Source: an optimization exercise on an open RTL-to-GDS flow (aim: a short achievable clock period and few clock cycles per item). Production flows keep margins and buffers that such runs may drop.
The RTL was checked by simulation tests, not by an equivalence proof against the original design.
No activity file was given, so power comes from the tool's default toggle rates.

==> design/flow/design.v <==
package riscv_pipe_pkg;
    typedef logic [31:0] word_t;
    typedef logic [4:0]  reg_addr_t;
    typedef logic [2:0]  funct3_t;
    typedef enum logic [3:0] {
        ALU_ADD,
        ALU_SUB,
        ALU_SLT,
        ALU_SLTU,
        ALU_XOR,
        ALU_OR,
        ALU_AND,
        ALU_SLL,
        ALU_SRL,
        ALU_SRA
    } alu_op_t;
    typedef struct packed {
        alu_op_t alu_op;
        logic    alu_src_imm;
        logic    mem_read;
        logic    mem_write;
        logic    reg_write;
        logic    branch;
    } ctrl_t;
endpackage
`timescale 1ns/1ps
module riscv_pipeline (
    input  logic                  clk,
    input  logic                  rst,
    input  riscv_pipe_pkg::word_t instruction,
    input  riscv_pipe_pkg::word_t read_data,
    output riscv_pipe_pkg::word_t pc,
    output logic                  imem_read,
    output riscv_pipe_pkg::word_t data_addr,
    output riscv_pipe_pkg::word_t write_data,
    output logic                  mem_read,
    output logic                  mem_write,
    output riscv_pipe_pkg::word_t wb_data
);
    localparam int BT_BITS = 4;
    localparam int BT_N    = 1 << BT_BITS;
    localparam int TAG_LO  = 2 + BT_BITS;
    logic [31:0] f_pc;
    logic [BT_N-1:0]    bt_v;
    logic [11:TAG_LO]   bt_tag [BT_N];
    logic [11:2]        bt_tgt [BT_N];
    logic [1:0]         bt_ctr [BT_N];
    logic        d_valid;
    logic [31:0] d_pc;
    logic        d_ptaken;
    logic [31:0] d_ptgt;
    logic        e_valid;
    logic        e_hold;
    logic [31:0] e_pc;
    logic [31:0] e_pc4;
    logic [31:0] e_tgt;
    logic        e_tgt_seq;
    logic        e_ptaken;
    logic [31:0] e_ptgt;
    logic [31:0] e_a;
    logic [31:0] e_b;
    logic [31:0] e_sd;
    logic        e_bimm;
    logic [4:0]  e_rd;
    logic        e_wr;
    logic        e_ld;
    logic        e_st;
    logic        e_br;
    logic [2:0]  e_f3;
    logic        e_sub;
    logic        e_s_add;
    logic        e_s_slt;
    logic        e_s_sltu;
    logic        e_s_xor;
    logic        e_s_or;
    logic        e_s_and;
    logic        e_s_sll;
    logic        e_s_sr;
    logic        e_sra;
    logic        e_fa_m, e_fa_w, e_la_m, e_la_w;
    logic        e_fb_m, e_fb_w;
    logic        e_fs_m, e_fs_w, e_ls_m, e_ls_w;
    logic [31:0] m_res;
    logic [31:0] m_sd;
    logic        m_rd_ld;
    logic        m_st;
    logic        m_wr;
    logic [4:0]  m_rd;
    logic [31:0] w_res;
    logic        w_ld;
    logic        w_wr;
    logic [4:0]  w_rd;
    logic [31:0] rf [1:31];
    assign pc         = f_pc;
    assign imem_read  = !e_hold;
    assign data_addr  = m_res;
    assign write_data = m_sd;
    assign mem_read   = m_rd_ld;
    assign mem_write  = m_st;
    assign wb_data    = w_ld ? read_data : w_res;
    logic [BT_BITS-1:0] f_idx;
    logic               f_pred;
    logic [31:0]        f_ptgt;
    assign f_idx  = f_pc[TAG_LO-1:2];
    assign f_pred = bt_v[f_idx] && bt_tag[f_idx] == f_pc[11:TAG_LO] && bt_ctr[f_idx][1];
    assign f_ptgt = {f_pc[31:12], bt_tgt[f_idx], 2'b00};
    logic [31:0] ins;
    logic [6:0]  opc;
    logic [2:0]  f3;
    logic        alt;
    logic        is_op, is_imm, is_lui, is_ld, is_st, is_br;
    logic [4:0]  rd, rs1, rs2;
    logic        use_a, use_2, bimm, wr;
    logic [31:0] imm_i, imm_s, imm_u, imm_b, imm;
    logic [31:0] d_tgt;
    logic        d_static;
    assign ins    = instruction;
    assign opc    = ins[6:0];
    assign f3     = ins[14:12];
    assign alt    = ins[31:25] == 7'b0100000;
    assign is_op  = opc == 7'b0110011;
    assign is_imm = opc == 7'b0010011;
    assign is_lui = opc == 7'b0110111;
    assign is_ld  = opc == 7'b0000011  && f3 == 3'b010;
    assign is_st  = opc == 7'b0100011 && f3 == 3'b010;
    assign is_br  = opc == 7'b1100011;
    assign rd     = ins[11:7];
    assign rs1    = ins[19:15];
    assign rs2    = ins[24:20];
    assign use_a  = is_op || is_imm || is_ld || is_st || is_br;
    assign use_2  = is_op || is_st || is_br;
    assign bimm   = is_imm || is_ld || is_st || is_lui;
    assign wr     = (is_op || is_imm || is_lui || is_ld) && rd != 5'd0;
    assign imm_i  = {{20{ins[31]}}, ins[31:20]};
    assign imm_s  = {{20{ins[31]}}, ins[31:25], ins[11:7]};
    assign imm_u  = {ins[31:12], 12'b0};
    assign imm_b  = {{19{ins[31]}}, ins[31], ins[7], ins[30:25], ins[11:8], 1'b0};
    assign imm    = is_st ? imm_s : is_lui ? imm_u : imm_i;
    assign d_tgt  = d_pc + imm_b;
    assign d_static = d_valid && is_br && ins[31] && !d_ptaken;
    logic [31:0] rf_a, rf_2, rd_a, rd_2;
    assign rd_a = (rs1 == 5'd0) ? 32'd0 : rf[rs1];
    assign rd_2 = (rs2 == 5'd0) ? 32'd0 : rf[rs2];
    assign rf_a = !use_a ? 32'd0 : (w_wr && w_rd == rs1) ? wb_data : rd_a;
    assign rf_2 = (w_wr && w_rd == rs2) ? wb_data : rd_2;
    logic hit_ea, hit_ma, hit_e2, hit_m2;
    assign hit_ea = use_a && e_wr && e_rd == rs1;
    assign hit_ma = use_a && m_wr && m_rd == rs1;
    assign hit_e2 = use_2 && e_wr && e_rd == rs2;
    assign hit_m2 = use_2 && m_wr && m_rd == rs2;
    logic [31:0] fa, fb, fs, fa_full, fs_full;
    logic [32:0] sum;
    logic [31:0] sll, sr;
    logic        lt, ltu;
    logic [31:0] res;
    logic        br_eq, br_lt, br_ltu, cond;
    logic        act_tk, tgt_ok, mispred, redirect, tgt_fetching, full_redirect;
    logic [31:0] fix_pc;
    assign fa = e_fa_m ? m_res : e_fa_w ? w_res : e_a;
    assign fb = e_fb_m ? m_res : e_fb_w ? w_res : e_b;
    assign fs = e_fs_m ? m_res : e_fs_w ? w_res : e_sd;
    assign fa_full = e_la_w ? read_data : fa;
    assign fs_full = e_ls_w ? read_data : fs;
    assign sum = {1'b0, fa} + {1'b0, fb ^ {32{e_sub}}} + {32'd0, e_sub};
    assign ltu = !sum[32];
    assign lt  = (fa[31] ^ fb[31]) ? fa[31] : sum[31];
    assign sll = fa << fb[4:0];
    assign sr  = $signed({e_sra && fa[31], fa}) >>> fb[4:0];
    assign res = ({32{e_s_add}}  & sum[31:0])
               | ({32{e_s_slt}}  & {31'd0, lt})
               | ({32{e_s_sltu}} & {31'd0, ltu})
               | ({32{e_s_xor}}  & (fa ^ fb))
               | ({32{e_s_or}}   & (fa | fb))
               | ({32{e_s_and}}  & (fa & fb))
               | ({32{e_s_sll}}  & sll)
               | ({32{e_s_sr}}   & sr);
    assign br_eq  = fa == fs;
    assign br_lt  = $signed(fa) < $signed(fs);
    assign br_ltu = fa < fs;
    always_comb begin
        case (e_f3)
            3'b000:  cond = br_eq;
            3'b001:  cond = !br_eq;
            3'b100:  cond = br_lt;
            3'b101:  cond = !br_lt;
            3'b110: cond = br_ltu;
            3'b111: cond = !br_ltu;
            default:  cond = 1'b0;
        endcase
    end
    assign act_tk   = e_br && cond && !e_tgt_seq;
    assign tgt_ok   = e_tgt == e_ptgt;
    assign mispred  = e_ptaken ? !(act_tk && tgt_ok) : act_tk;
    assign redirect = e_valid && !e_hold && mispred;
    assign fix_pc   = act_tk ? e_tgt : e_pc4;
    assign tgt_fetching  = e_tgt == f_pc;
    assign full_redirect = redirect && !(act_tk && tgt_fetching);
    logic d_adv;        
    logic d_redirect;   
    assign d_adv      = !e_hold;
    assign d_redirect = d_static && !redirect && !e_hold;
    always_ff @(posedge clk) begin
        if (rst) begin
            f_pc    <= 32'h0000_0000;
            d_valid <= 1'b0;
        end else if (full_redirect) begin
            f_pc    <= fix_pc;
            d_valid <= 1'b0;
        end else if (!e_hold) begin
            if (d_redirect)
                f_pc <= d_tgt;
            else if (f_pred)
                f_pc <= f_ptgt;
            else
                f_pc <= f_pc + 32'd4;
            d_valid <= !d_redirect;
        end
    end
    always_ff @(posedge clk) begin
        if (!e_hold) begin
            d_pc     <= f_pc;
            d_ptaken <= f_pred;
            d_ptgt   <= f_ptgt;
        end
    end
    always_ff @(posedge clk) begin
        if (rst) begin
            e_valid <= 1'b0;
            e_hold  <= 1'b0;
            e_wr    <= 1'b0;
            e_ld    <= 1'b0;
            e_st    <= 1'b0;
            e_br    <= 1'b0;
            e_ptaken <= 1'b0;
            e_fa_m  <= 1'b0; e_fa_w <= 1'b0; e_la_m <= 1'b0; e_la_w <= 1'b0;
            e_fb_m  <= 1'b0; e_fb_w <= 1'b0;
            e_fs_m  <= 1'b0; e_fs_w <= 1'b0; e_ls_m <= 1'b0; e_ls_w <= 1'b0;
        end else if (e_hold) begin
            e_hold  <= e_la_m || e_ls_m;
            e_fa_m  <= 1'b0; e_fa_w <= 1'b0; e_la_m <= 1'b0; e_la_w <= e_la_m;
            e_fb_m  <= 1'b0; e_fb_w <= 1'b0;
            e_fs_m  <= 1'b0; e_fs_w <= 1'b0; e_ls_m <= 1'b0; e_ls_w <= e_ls_m;
        end else begin
            logic v;
            v = d_valid && !redirect;
            e_valid  <= v;
            e_wr     <= v && wr;
            e_ld     <= v && is_ld;
            e_st     <= v && is_st;
            e_br     <= v && is_br;
            e_ptaken <= v && (d_ptaken || d_static);
            e_fa_m   <= hit_ea && !e_ld;
            e_la_m   <= v && hit_ea && e_ld;
            e_fa_w   <= !hit_ea && hit_ma && !m_rd_ld;
            e_la_w   <= v && !hit_ea && hit_ma && m_rd_ld;
            e_fb_m   <= !bimm && hit_e2 && !e_ld;
            e_fb_w   <= !bimm && !hit_e2 && hit_m2 && !m_rd_ld;
            e_fs_m   <= hit_e2 && !e_ld;
            e_ls_m   <= v && hit_e2 && e_ld;
            e_fs_w   <= !hit_e2 && hit_m2 && !m_rd_ld;
            e_ls_w   <= v && !hit_e2 && hit_m2 && m_rd_ld;
            e_hold   <= v && ((hit_ea || hit_e2) && e_ld || (hit_ma || hit_m2) && m_rd_ld);
        end
    end
    always_ff @(posedge clk) begin
        if (e_hold) begin
            e_a  <= fa_full;
            e_sd <= fs_full;
            if (!e_bimm)
                e_b <= fs_full;
        end else begin
            e_a       <= rf_a;
            e_b       <= bimm ? imm : rf_2;
            e_sd      <= rf_2;
            e_bimm    <= bimm;
            e_rd      <= rd;
            e_pc      <= d_pc;
            e_pc4     <= d_pc + 32'd4;
            e_tgt     <= d_tgt;
            e_tgt_seq <= imm_b == 32'd4;
            e_ptgt    <= d_ptaken ? d_ptgt : d_tgt;
            e_f3      <= f3;
            e_sub     <= (is_op && f3 == 3'b000 && alt) || ((is_op || is_imm) &&
                         (f3 == 3'b010 || f3 == 3'b011));
            e_s_add   <= !(is_op || is_imm) || f3 == 3'b000;
            e_s_slt   <= (is_op || is_imm) && f3 == 3'b010;
            e_s_sltu  <= (is_op || is_imm) && f3 == 3'b011;
            e_s_xor   <= (is_op || is_imm) && f3 == 3'b100;
            e_s_or    <= (is_op || is_imm) && f3 == 3'b110;
            e_s_and   <= (is_op || is_imm) && f3 == 3'b111;
            e_s_sll   <= (is_op || is_imm) && f3 == 3'b001;
            e_s_sr    <= (is_op || is_imm) && f3 == 3'b101;
            e_sra     <= alt;
        end
    end
    always_ff @(posedge clk) begin
        if (rst) begin
            m_rd_ld <= 1'b0;
            m_st    <= 1'b0;
            m_wr    <= 1'b0;
        end else begin
            m_rd_ld <= e_ld && !e_hold;
            m_st    <= e_st && !e_hold;
            m_wr    <= e_wr && !e_hold;
        end
    end
    always_ff @(posedge clk) begin
        m_res <= res;
        m_sd  <= fs;
        m_rd  <= e_rd;
    end
    always_ff @(posedge clk) begin
        if (rst) begin
            w_ld <= 1'b0;
            w_wr <= 1'b0;
        end else begin
            w_ld <= m_rd_ld;
            w_wr <= m_wr;
        end
    end
    always_ff @(posedge clk) begin
        w_res <= m_res;
        w_rd  <= m_rd;
    end
    always_ff @(posedge clk) begin
        if (rst) begin
            for (int i = 1; i < 32; i++)
                rf[i] <= 32'd0;
        end else if (w_wr) begin
            rf[w_rd] <= wb_data;
        end
    end
    logic [BT_BITS-1:0] u_idx;
    logic               u_hit;
    assign u_idx = e_pc[TAG_LO-1:2];
    assign u_hit = bt_v[u_idx] && bt_tag[u_idx] == e_pc[11:TAG_LO];
    always_ff @(posedge clk) begin
        if (rst) begin
            bt_v <= '0;
            for (int i = 0; i < BT_N; i++) begin
                bt_tag[i] <= '0;
                bt_tgt[i] <= '0;
                bt_ctr[i] <= '0;
            end
        end else if (e_br && !e_hold) begin
            if (act_tk) begin
                if (u_hit) begin
                    if (bt_ctr[u_idx] != 2'b11)
                        bt_ctr[u_idx] <= bt_ctr[u_idx] + 2'd1;
                end else begin
                    bt_v[u_idx]   <= 1'b1;
                    bt_tag[u_idx] <= e_pc[11:TAG_LO];
                    bt_tgt[u_idx] <= e_tgt[11:2];
                    bt_ctr[u_idx] <= 2'b10;
                end
            end else if (u_hit && bt_ctr[u_idx] != 2'b00) begin
                bt_ctr[u_idx] <= bt_ctr[u_idx] - 2'd1;
            end
        end
    end
endmodule
==> design/flow/run.sh <==
#!/bin/bash
# synth_recipe.tcl (not shown) runs the flow's synth.tcl, then flattens the netlist and writes it again
# the make line also repeats each setting of config.mk as NAME=value (left out here)
make -C /OpenROAD-flow-scripts/flow DESIGN_CONFIG=/design/flow/config.mk WORK_HOME=/design/flow/orfs CLKGATE_MAP_FILE= SYNTH_SCRIPT=/design/flow/synth_recipe.tcl finish
==> design/flow/config.mk <==
export PLATFORM = sky130hd
export DESIGN_NAME = riscv_pipeline
export DESIGN_NICKNAME = riscv_pipeline
export VERILOG_FILES = /design/flow/design.v
export SDC_FILE = /design/flow/constraint.sdc
export NUM_CORES = 4
export LEC_CHECK = 0
export ABC_CLOCK_PERIOD_IN_PS = 3000
export CAP_MARGIN = 20
export CORE_MARGIN = 2
export CORE_UTILIZATION = 40
export SETUP_SLACK_MARGIN = 3.6
export SLEW_MARGIN = 20
export TNS_END_PERCENT = 100
==> design/flow/constraint.sdc <==
create_clock -name core_clock -period 7.0 [get_ports {clk}]
set_input_delay 1.4000 -clock core_clock [delete_from_list [all_inputs] [get_ports {clk}]]
set_output_delay 1.4000 -clock core_clock [all_outputs]
set_load 0.01 [all_outputs]
==> notes.md <==
## logic make-up (layout without fill, tap and decap cells)
group / Yosys count / count (layout) / synth area share
and+or+nand+nor: 2479 / 2496 / 0.113
DFF: 1761 / 1761 / 0.523
AOI/OAI and AO/OA: 1356 / 1360 / 0.0900
muxes: 1137 / 1137 / 0.193
buffers and inverters: 925 / 1509 / 0.0373
xor gates and xnor gates: 241 / 241 / 0.0219
adders and majority gates: 169 / 169 / 0.0221
other: 0 / 12 / 0
## power by group
part	switching, mW	leakage, nW	internal [mW]
registers	0.438	17.9	11.8
logic	3.25	23.9	2.07
clock network	4.60	3.06	5.74
total	8.29	44.9	19.6
## flip-flops by register name, summed over array words and instances, names as in the netlist, 31 cells and up, named ones only
| signal | flops |
|---|---|
| e_a | 32 |
| w_res | 32 |
| bt_tgt | 160 |
| bt_tag | 96 |
| d_pc | 32 |
| e_tgt | 31 |
| e_b | 32 |
| rf | 1024 |
| bt_ctr | 32 |
| f_pc | 32 |
| e_ptgt | 32 |
| e_sd | 32 |
| m_res | 32 |
| m_sd | 32 |
## stage by stage
stage	worst slack, ps	instances	hold slack (ps)	cell area [µm²]	utilization
final	2690	11870	417	119000	0.496
after global routing	2590	11864	421	119000	0.496
after CTS	2830	11723	408	116000	0.485
after detailed placement	964	10993	409	103000	0.429
after global placement	1040	10993	411	103000	0.429
after floorplan	3040	8068	373	98300	-
## worst max-delay path: stages, from the launching register on
cell and delay, ps:
dfxtp_4 410, buf_6 140, buf_12 110, buf_16 120, buf_12 110, mux2i_1 180
o21a_2 190, inv_2 80, ha_4 270, nand4_1 120, nor4_4 290, buf_4 200
buf_6 110, a211oi_4 80, xnor2_4 310, buf_4 170, buf_6 90, a221oi_4 70
a311oi_4 290, buf_6 180, buf_12 150, and2_4 190, a21o_1 170
## cell usage after synthesis, drive strengths merged, types with 16 or more instances
library cell	count	area, µm²
dfxtp	249	4980
o32ai	23	201
o21a	33	248
o211ai	57	428
clkbuf	570	2140
a222oi	16	160
xor2	129	1130
buf	153	689
inv	198	743
a21oi	414	2070
o21ai	332	1660
and3	50	313
nor3	47	240
mux4	559	12600
nand4	33	206
nand2	388	1460
nor2	1438	5400
a221o	19	190
mux2i	440	4400
or2	21	131
nand3	81	405
o22ai	54	338
mux2	138	1550
a211o	18	158
edfxtp	1512	45400
a211oi	39	293
nor4	33	228
and2	277	1730
a21o	44	330
nor2b	51	319
a22oi	62	465
xnor2	112	981
a22o	37	324
nand2b	22	138
a221oi	97	850
ha	167	2090
## routing by layer
metal | track usage | part of all wire
met1 | 0.421 | 0.37
met2 | 0.473 | 0.44
met3 | 0.0858 | 0.13
met4 | 0.174 | 0.062
met5 | 0 | 0.00030
## area by class of cell
| class | count | area share |
|---|---|---|
| Clock inverter | 108 | 0.00965 |
| Clock buffer | 251 | 0.0434 |
| Sequential cell | 1761 | 0.425 |
| Tap cell | 3185 | 0.0335 |
| Timing Repair Buffer | 944 | 0.0893 |
| Inverter | 202 | 0.00803 |
| Multi-Input combinational cell | 5403 | 0.391 |
| Antenna cell | 12 | 0.000252 |
| Timing Repair inverter | 4 | 0.000284 |
## final timing paths
check                  to  startpoint  cells after the start
min reg2reg       w_rd[3]     m_rd[3]                      0
max          bt_ctr[2][1]      e_fa_w                     22
min               w_rd[3]     m_rd[3]                      0
max reg2reg  bt_ctr[2][1]      e_fa_w                     22
## what timing repair did
| action | 4_1_cts | 5_1_grt |
|---|---|---|
| pin swaps | 170 | 110 |
| setup buffers | 305 | 125 |
| gates cloned | 66 | 10 |
| setup endpoints to repair | 1612 | 1125 |
| gates resized for setup | 1108 | 311 |
==> notes.md <==
- Layout Nets: 8745
- Yosys warns: 1
- Synth unique cells: between 70 and 80
- CTS buffer count: around 190
- RSZ-0062 raised after global routing: true
- Synth Register Bits: roughly 1800
- Synth Area per Inst: ~12 µm²
- Area Growth Syn to Fin: 23.6%
- Mapped Cells: roughly 8100
- Critical Path Sink Type: flop
- Detailed Routing Iterations Pass 1: 7
- Kind of critical path: reg2reg
- Mapped Area: approximately 96000 µm²
- FILL cells: 20724
- Routed len/inst: around 34 µm
- Starting density of the core: 0.401
- Post-synth EDFFs: 1512
- Total power: ~28 mW
- Vias: approximately 76000
- Crit-path max FO: 6
- Hold-fix buffers, CTS: 0
- Ys async rst share: 0
- CP Launch Type: flop
- Clock Sinks: between 1500 and 2000
- Multi-input gate area: 46500 µm²
- First-pass GRT wire length: roughly 550 mm
- Hold Fails Final Rpt: 0
- Post-synthesis sequential area ratio: 0.523
- Max Cap Viol: 0
- R2R setup slack: about 2700 ps
- Tcrit/Tclk final: 0.616
- Port Buffers: 196
- Die W: 495 µm
- Detail Placement HPWL: 244 mm
- Clock Skew: 68.0 ps
- Hold Crit Class: reg2reg
- Gr usage total: 0.318
- Aggregate negative setup slack: 0 ps
- Worst VDD drop: about 240 µV
- Max-slew violation count: 0
- Die Ht: around 500 µm
- Commonest non-fill, non-tap cells in the layout: edfxtp_1, nor2_1, mux4_2
- Max Freq: roughly 230 MHz
- Post-synth net total: 8303
- LEAKAGE: about 45 nW
- Initial DRC Count: about 12000
- Commonest non-fill, non-tap cell in the layout: edfxtp_1
- CP arrival: ~5000 ps
- Worst Tran Pin Value: 1090 ps
- Largest net degree at the start of global routing: 85
- Total grt overflow: 0
- Fraction of layout cells with a size suffix above 1: 0.299
- H-tree levels: 4
- Min Clock Period, post-route: approximately 4300 ps
- CORE AREA: around 240000 µm²
- Die area: 245000 µm²
- Io pins: 197
- Required @ worst endpoint: 7580 ps
- CTS tree: built
- Worst-skew pair later-pin latency: 890 ps
- Routed vias/inst: roughly 6.4
- Row cnt: 180
- Status: finished clean
- Post-route antenna net violation count: 0
- Clk buf depth: 3
- Most used DFF post-synth: edfxtp_1
- Register Area: 50500 µm²
- Setup violations, final: 0
- Clk root buf: clkbuf_16
- Initial antenna violation count: 19
- Vias in the first global route: 72120
- WL final: around 400 mm
- CTS clk-pin slew, worst paths: approximately 60 ps
- Slew margin rel.: 0.274
- Drt drc: 0
- GP Congestion: 0.957
- Power per cell area: between 200 and 250 nW/µm²
Testbench counts, summed over its fixed seeds: cycles 16,901, instructions 15,718.

==> afterwards: timing with drivers on the ports <==
In the flow no input, the clock included, has a driving cell. The finished layout below was timed again as built, in two steps.
Step 1 sets driving cells, clkbuf_16 on the clock port and buf_2 on the other inputs (assumed; they add their load-dependent delay and slew).
Step 2 moves the port delays by t, midway between the first and last clock arrival at a register: inputs arrive t later, outputs are due t later. That takes back most of the time a late clock gives input paths.
Three values: ideal ports, drivers, drivers and shift; two values: the first two.
t, ns: 0.956
setup slack, ns: 2.691 / 2.691 / 2.292
worst setup path after step 2: input to register
latest minus earliest clock arrival (ns): 0.084 / 0.084
After both steps this run still meets setup and hold. For this run, drivers alone change the setup slack by 0.000 ns; drivers and shift together by -0.399 ns.
